Source: an optimization exercise on an open RTL-to-GDS flow (aim: small area, a short achievable clock period and few clock cycles). Production flows keep margins and buffers that such runs may drop.
Where RTL was checked, it was by simulation tests only, not by an equivalence proof against the original.
Power figures rest on the tool's default switching activity, not on a simulated workload.

Design srt_div_top, start of the top module:
module srt_div_top (
	input logic clk,
	input logic arst_n,
	input logic psel,
	input logic penable,
	input logic pwrite,
	input logic [7:0] paddr,
	input logic [srt_pkg::APB_DATA_W-1:0] pwdata,
	output logic [srt_pkg::APB_DATA_W-1:0] prdata,
	output logic pready,
	output logic pslverr
);
Size in the first run: ~230 flip-flops, about 79 I/O pins.
clock: 10.0 ns
lec_check: 0
cap_margin: 20
core_margin: 2
core_utilization: 45
cts_buf_list: sky130_fd_sc_hd__clkbuf_16
cts_cluster_diameter: 60
cts_cluster_size: 20
place_density: 0.6
slew_margin: 20
standard.sh (not shown) runs the stock make flow with config.mk's settings and CLKGATE_MAP_FILE= SYNTH_SCRIPT=/design/flow/synth_recipe.tcl, a recipe that flattens the netlist after the stock synthesis.
==> flow/flow/run.sh <==
#!/bin/bash
set -euo pipefail
MARGIN=$(cat flow/margin.txt)
bash standard.sh synth > synth.log 2>&1
bash standard.sh "SETUP_SLACK_MARGIN=$MARGIN" \
	"BUFFER_PORTS_ARGS=-buffer_cell sky130_fd_sc_hd__buf_2" finish > layout.log 2>&1
==> flow/flow/margin.txt <==
6.9
Testbench counts at the start, summed over its fixed seeds: cycles 24,578.
Rerun with:
==> flow/flow/run.sh (replaced) <==
#!/bin/bash
set -euo pipefail
MARGIN=$(cat flow/margin.txt)
bash standard.sh synth > synth.log 2>&1
bash standard.sh "SETUP_SLACK_MARGIN=$MARGIN" \
	"BUFFER_PORTS_ARGS=-buffer_cell sky130_fd_sc_hd__buf_1" finish > layout.log 2>&1
==> flow/flow/margin.txt (replaced) <==
7.0
Settings changed: CORE_UTILIZATION 45 to 35, CTS_CLUSTER_DIAMETER 60 to 80, CTS_CLUSTER_SIZE 20 to 30, PLACE_DENSITY 0.6 to 0.5.
After rerunning: The new run finished clean. Clock-buffer cell count shrinks by 10. Total power grows by 0.56%. Routed wire length grows by 9.9%. Synthesized cell count does not change. Worst setup slack gains 80 ps. Final area grows by 1.1%.

========
## yarrow
srt_div_top, a different RTL version from the one above (not shown whole).
Size: about 1200 cells after synthesis, ~0.013 sq mm of cells after synthesis.
Settings: LEC_CHECK=0, CAP_MARGIN=20, CORE_MARGIN=2, CORE_UTILIZATION=60, CTS_BUF_LIST=sky130_fd_sc_hd__clkbuf_16, CTS_CLUSTER_DIAMETER=60, CTS_CLUSTER_SIZE=20, PLACE_DENSITY=0.75, SLEW_MARGIN=20; clock period 10.0 ns.
==> flow/flow/run.sh <==
#!/bin/bash
set -euo pipefail
MARGIN=$(cat flow/margin.txt)
bash standard.sh synth > synth.log 2>&1
bash standard.sh "SETUP_SLACK_MARGIN=$MARGIN" \
	"BUFFER_PORTS_ARGS=-buffer_cell sky130_fd_sc_hd__buf_2" finish > layout.log 2>&1
==> flow/flow/margin.txt <==
6.9
The following lists how lagoon was set up differently from yarrow:
Settings: a change of PLACE_DENSITY from 0.75 to 0.6; a change of CTS_BUF_LIST from sky130_fd_sc_hd__clkbuf_16 to sky130_fd_sc_hd__clkbuf_8; a change of CTS_CLUSTER_SIZE from 20 to 16; a change of CORE_UTILIZATION from 60 to 45.
[summary]
Critical path depth: lagoon < yarrow
Going from yarrow to lagoon, non-clock inverter count in the final layout decreased by about 1.9% relative to the old numbers; synthesized area about even; number of clock sinks has remained practically unchanged; worst-case setup margin in the final layout went up; power dissipated in the clock network fell by about 16%.
Compared lagoon vs yarrow, and total met3 wirelength after detailed routing is down in lagoon.
Relative to yarrow, number of buffers created by CTS has gone up in lagoon.
No run of this note included a check of the RTL's function; only the layout flow was run.

========
srt_div_top, a different RTL version from the one above (not shown whole).
For scale: roughly 1100 cells after synthesis, about 12000 µm² of cells after synthesis.
## srt_div_top
module srt_div_top (
	input logic clk,
	input logic arst_n,
	input logic psel,
	input logic penable,
	input logic pwrite,
	input logic [7:0] paddr,
	input logic [srt_pkg::APB_DATA_W-1:0] pwdata,
	output logic [srt_pkg::APB_DATA_W-1:0] prdata,
	output logic pready,
	output logic pslverr
);
==> flow/config.mk <==
export PLATFORM = sky130hd
export DESIGN_NAME = srt_div_top
export DESIGN_NICKNAME = srt_div_top
export VERILOG_FILES = /design/flow/design.v
export SDC_FILE = /design/flow/constraint.sdc
export NUM_CORES = 4
export LEC_CHECK = 0
export CAP_MARGIN = 20
export CORE_MARGIN = 2
export CORE_UTILIZATION = 35
export CTS_BUF_LIST = sky130_fd_sc_hd__clkbuf_16
export CTS_CLUSTER_DIAMETER = 60
export CTS_CLUSTER_SIZE = 20
export PLACE_DENSITY = 0.5
export SLEW_MARGIN = 20
==> flow/constraint.sdc <==
create_clock -name core_clock -period 10.0 [get_ports {clk}]
set_input_delay 2.0000 -clock core_clock [delete_from_list [all_inputs] [get_ports {clk}]]
set_output_delay 2.0000 -clock core_clock [all_outputs]
set_load 0.01 [all_outputs]
Scripts as last shown in full above: flow/flow/run.sh, flow/flow/margin.txt
==> next run, changes <==
Settings changed: CORE_UTILIZATION 35 to 45, PLACE_DENSITY 0.5 to 0.6.
Total power goes up by 3.3%; sequential share of layout area is about the same; worst setup slack loses 0.017 ns; area after synthesis does not change; cell count went down by 6.7%; clock skew is higher by 0.018 ns; non-clock buffer count is higher by 1; flip-flop and latch count does not change; via count goes up by 1.8%; combinational power is higher by about 2%.
Function was not checked in any run of this note: the RTL went through the layout flow alone.

========
srt_div_top, a different RTL version from the one above (not shown whole).
For scale: ~0.017 mm² of cells after synthesis.
export LEC_CHECK = 0
export CAP_MARGIN = 20
export CORE_MARGIN = 2
export CORE_UTILIZATION = 45
export PLACE_DENSITY = 0.6
export SETUP_SLACK_MARGIN = 5
export SLEW_MARGIN = 20
create_clock -name core_clock -period 10.0 [get_ports {clk}]
run.sh (not shown) runs the stock make flow with config.mk's settings and CLKGATE_MAP_FILE= SYNTH_SCRIPT=/design/flow/synth_recipe.tcl, a recipe that flattens the netlist after the stock synthesis.
Stock flow here: none of the scripts above is used.
The first run ran to the end with no violations.
Edit:
==> flow/flow/run.sh (new file) <==
#!/bin/bash
set -euo pipefail
MARGIN=$(cat flow/margin.txt)
bash standard.sh synth > synth.log 2>&1
bash standard.sh SETUP_SLACK_MARGIN=$MARGIN finish > layout.log 2>&1
==> flow/flow/margin.txt (new file) <==
6.5
==> flow/standard.sh (new file) <==
#!/bin/bash
# synth_recipe.tcl (not shown) runs the flow's synth.tcl, then flattens the netlist and writes it again
# the make line also repeats each setting of config.mk as NAME=value (left out here)
make -C /OpenROAD-flow-scripts/flow DESIGN_CONFIG=/design/flow/config.mk WORK_HOME=/design/flow/orfs CLKGATE_MAP_FILE= SYNTH_SCRIPT=/design/flow/synth_recipe.tcl "${@:-finish}"
- SETUP_SLACK_MARGIN: 5 -> unset
removed: flow/run.sh
Result: Die area does not change. Global-route usage went up by 2.5 points. Count of clock-buffer cells in the layout stays the same. Critical path depth went up by 7. First-iteration DRC count went up by 20%. Final area went up by 16%. Total power went up by 0.94%. Area after synthesis is unchanged. Final cell count went up by 6.6%. Setup slack is better by 0.95 ns. Worst hold slack is better by 0.025 ns.
Edit:
==> flow/run.sh (new file) <==
#!/bin/bash
# synth_recipe.tcl (not shown) runs the flow's synth.tcl, then flattens the netlist and writes it again
# the make line also repeats each setting of config.mk as NAME=value (left out here)
make -C /OpenROAD-flow-scripts/flow DESIGN_CONFIG=/design/flow/config.mk WORK_HOME=/design/flow/orfs CLKGATE_MAP_FILE= SYNTH_SCRIPT=/design/flow/synth_recipe.tcl finish
removed: flow/flow/run.sh
removed: flow/flow/margin.txt
removed: flow/standard.sh
=> Clock skew grows by 0.0069 ns; design area falls by roughly a tenth; fmax went down by a quarter to a third.
Function was not checked in any run of this note: the RTL went through the layout flow alone.

========
RTL: one of the versions met above, not the one the previous note started from.
Size in the first run: roughly 230 flip-flops, ~11000 um2 of cells after synthesis.
export LEC_CHECK = 0
export CAP_MARGIN = 20
export CORE_MARGIN = 2
export CORE_UTILIZATION = 35
export CTS_BUF_LIST = sky130_fd_sc_hd__clkbuf_16
export CTS_CLUSTER_DIAMETER = 80
export CTS_CLUSTER_SIZE = 30
export PLACE_DENSITY = 0.5
export SLEW_MARGIN = 20
create_clock -name core_clock -period 10.0 [get_ports {clk}]
standard.sh (not shown) runs the stock make flow with config.mk's settings and CLKGATE_MAP_FILE= SYNTH_SCRIPT=/design/flow/synth_recipe.tcl, a recipe that flattens the netlist after the stock synthesis.
==> flow/flow/run.sh <==
#!/bin/bash
set -euo pipefail
MARGIN=$(cat flow/margin.txt)
bash standard.sh synth > synth.log 2>&1
bash standard.sh "SETUP_SLACK_MARGIN=$MARGIN" \
	"BUFFER_PORTS_ARGS=-buffer_cell sky130_fd_sc_hd__buf_1" finish > layout.log 2>&1
==> flow/flow/margin.txt <==
6.9
Testbench counts at the start, summed over its fixed seeds: cycles 24,578.
==> next run, changes <==
==> flow/flow/margin.txt (replaced) <==
7.2
Sequential share of layout area falls by 4.2 points.
Clock-buffer cell count rises by 3.
Die area stays the same.
Total power rises by 21%.
Synthesized cell count stays the same.
==> next run, changes <==
==> flow/flow/margin.txt (replaced) <==
6.7
Effect: Final cell count drops by about 2.4%; worst setup slack got worse by 0.11 ns; combinational power drops by 37%; critical path depth does not change.
==> next run, changes <==
--- a/flow/flow/run.sh
+++ b/flow/flow/run.sh
@@ -6 +6 @@
-	"BUFFER_PORTS_ARGS=-buffer_cell sky130_fd_sc_hd__buf_1" finish > layout.log 2>&1
+	"BUFFER_PORTS_ARGS=-buffer_cell sky130_fd_sc_hd__buf_2" finish > layout.log 2>&1
==> flow/flow/margin.txt (replaced) <==
6.9
Settings changed: CORE_UTILIZATION 35 to 45, PLACE_DENSITY 0.5 to 0.6.
The new run went through all stages and came out clean.
Final cell count drops by 6.5%.
Total power climbs by 3.4%.
Worst setup slack improves by 0.042 ns.
Cell area climbs by about 1.3%.
Non-clock buffer count climbs by 13.
Worst hold slack stays flat.
Synthesized cell count stays the same.
Core utilization climbs by 12 points.
Via count climbs by about 3%.
==> next run, changes <==
Settings changed: CORE_UTILIZATION 45 to 35, PLACE_DENSITY 0.6 to 0.5.
The changed run finished clean.
Critical path depth is higher by 11.
Cell area is higher by 2.1%.
Maximum frequency is lower by 0.53%.
Wire length is higher by 6.8%.
Non-clock buffer count does not change.

==> afterwards: timing with drivers on the ports <==
The flow's constraints put no driver on any port. The routed layouts listed below were extracted and timed again, unchanged, in two steps. Step 1 assumes that a clkbuf_16 drives the clock port and a buf_2 every other input. Step 2 also shifts input and output timing later by t, the mid clock arrival at the registers, as if the neighbouring blocks saw the same clock. Slacks: ideal / step 1 / step 2; pairs: ideal / step 1.
| run | shift t [ns] | slack for setup (ns) | latest minus earliest clock arrival (ns) |
|---|---|---|---|
| the first run of note 1 | 0.567 | 6.944 / 6.897 / 6.496 | 0.019 / 0.019 |
| the second run of note 1 | 0.560 | 7.025 / 6.975 / 6.538 | 0.039 / 0.038 |
| yarrow | 0.567 | 6.893 / 6.893 / 6.498 | 0.021 / 0.021 |
| lagoon | 0.605 | 6.901 / 6.901 / 6.537 | 0.018 / 0.017 |
| the first run of note 3 | 0.576 | 6.960 / 6.919 / 6.500 | 0.019 / 0.018 |
| the second run of note 3 | 0.592 | 6.943 / 6.893 / 6.511 | 0.037 / 0.036 |
| the first run of note 4 | 0.631 | 5.148 / 5.148 / 4.736 | 0.028 / 0.029 |
| the second run of note 4 | 0.639 | 6.098 / 6.098 / 5.773 | 0.023 / 0.023 |
| the third run of note 4 | 0.630 | 4.834 / 4.834 / 4.735 | 0.030 / 0.030 |
| the first run of note 5 | 0.541 | 6.980 / 6.936 / 6.519 | 0.026 / 0.026 |
| the second run of note 5 | 0.546 | 7.012 / 6.961 / 6.608 | 0.022 / 0.023 |
| the third run of note 5 | 0.534 | 6.902 / 6.852 / 6.405 | 0.023 / 0.023 |
| the fourth run of note 5 | 0.537 | 6.944 / 6.897 / 6.487 | 0.029 / 0.030 |
| the fifth run of note 5 | 0.548 | 6.927 / 6.927 / 6.506 | 0.021 / 0.020 |
After both steps every run listed still meets setup and hold. For the third run of note 5, which loses most, drivers alone change the setup slack by -0.050 ns; drivers and shift together by -0.497 ns.
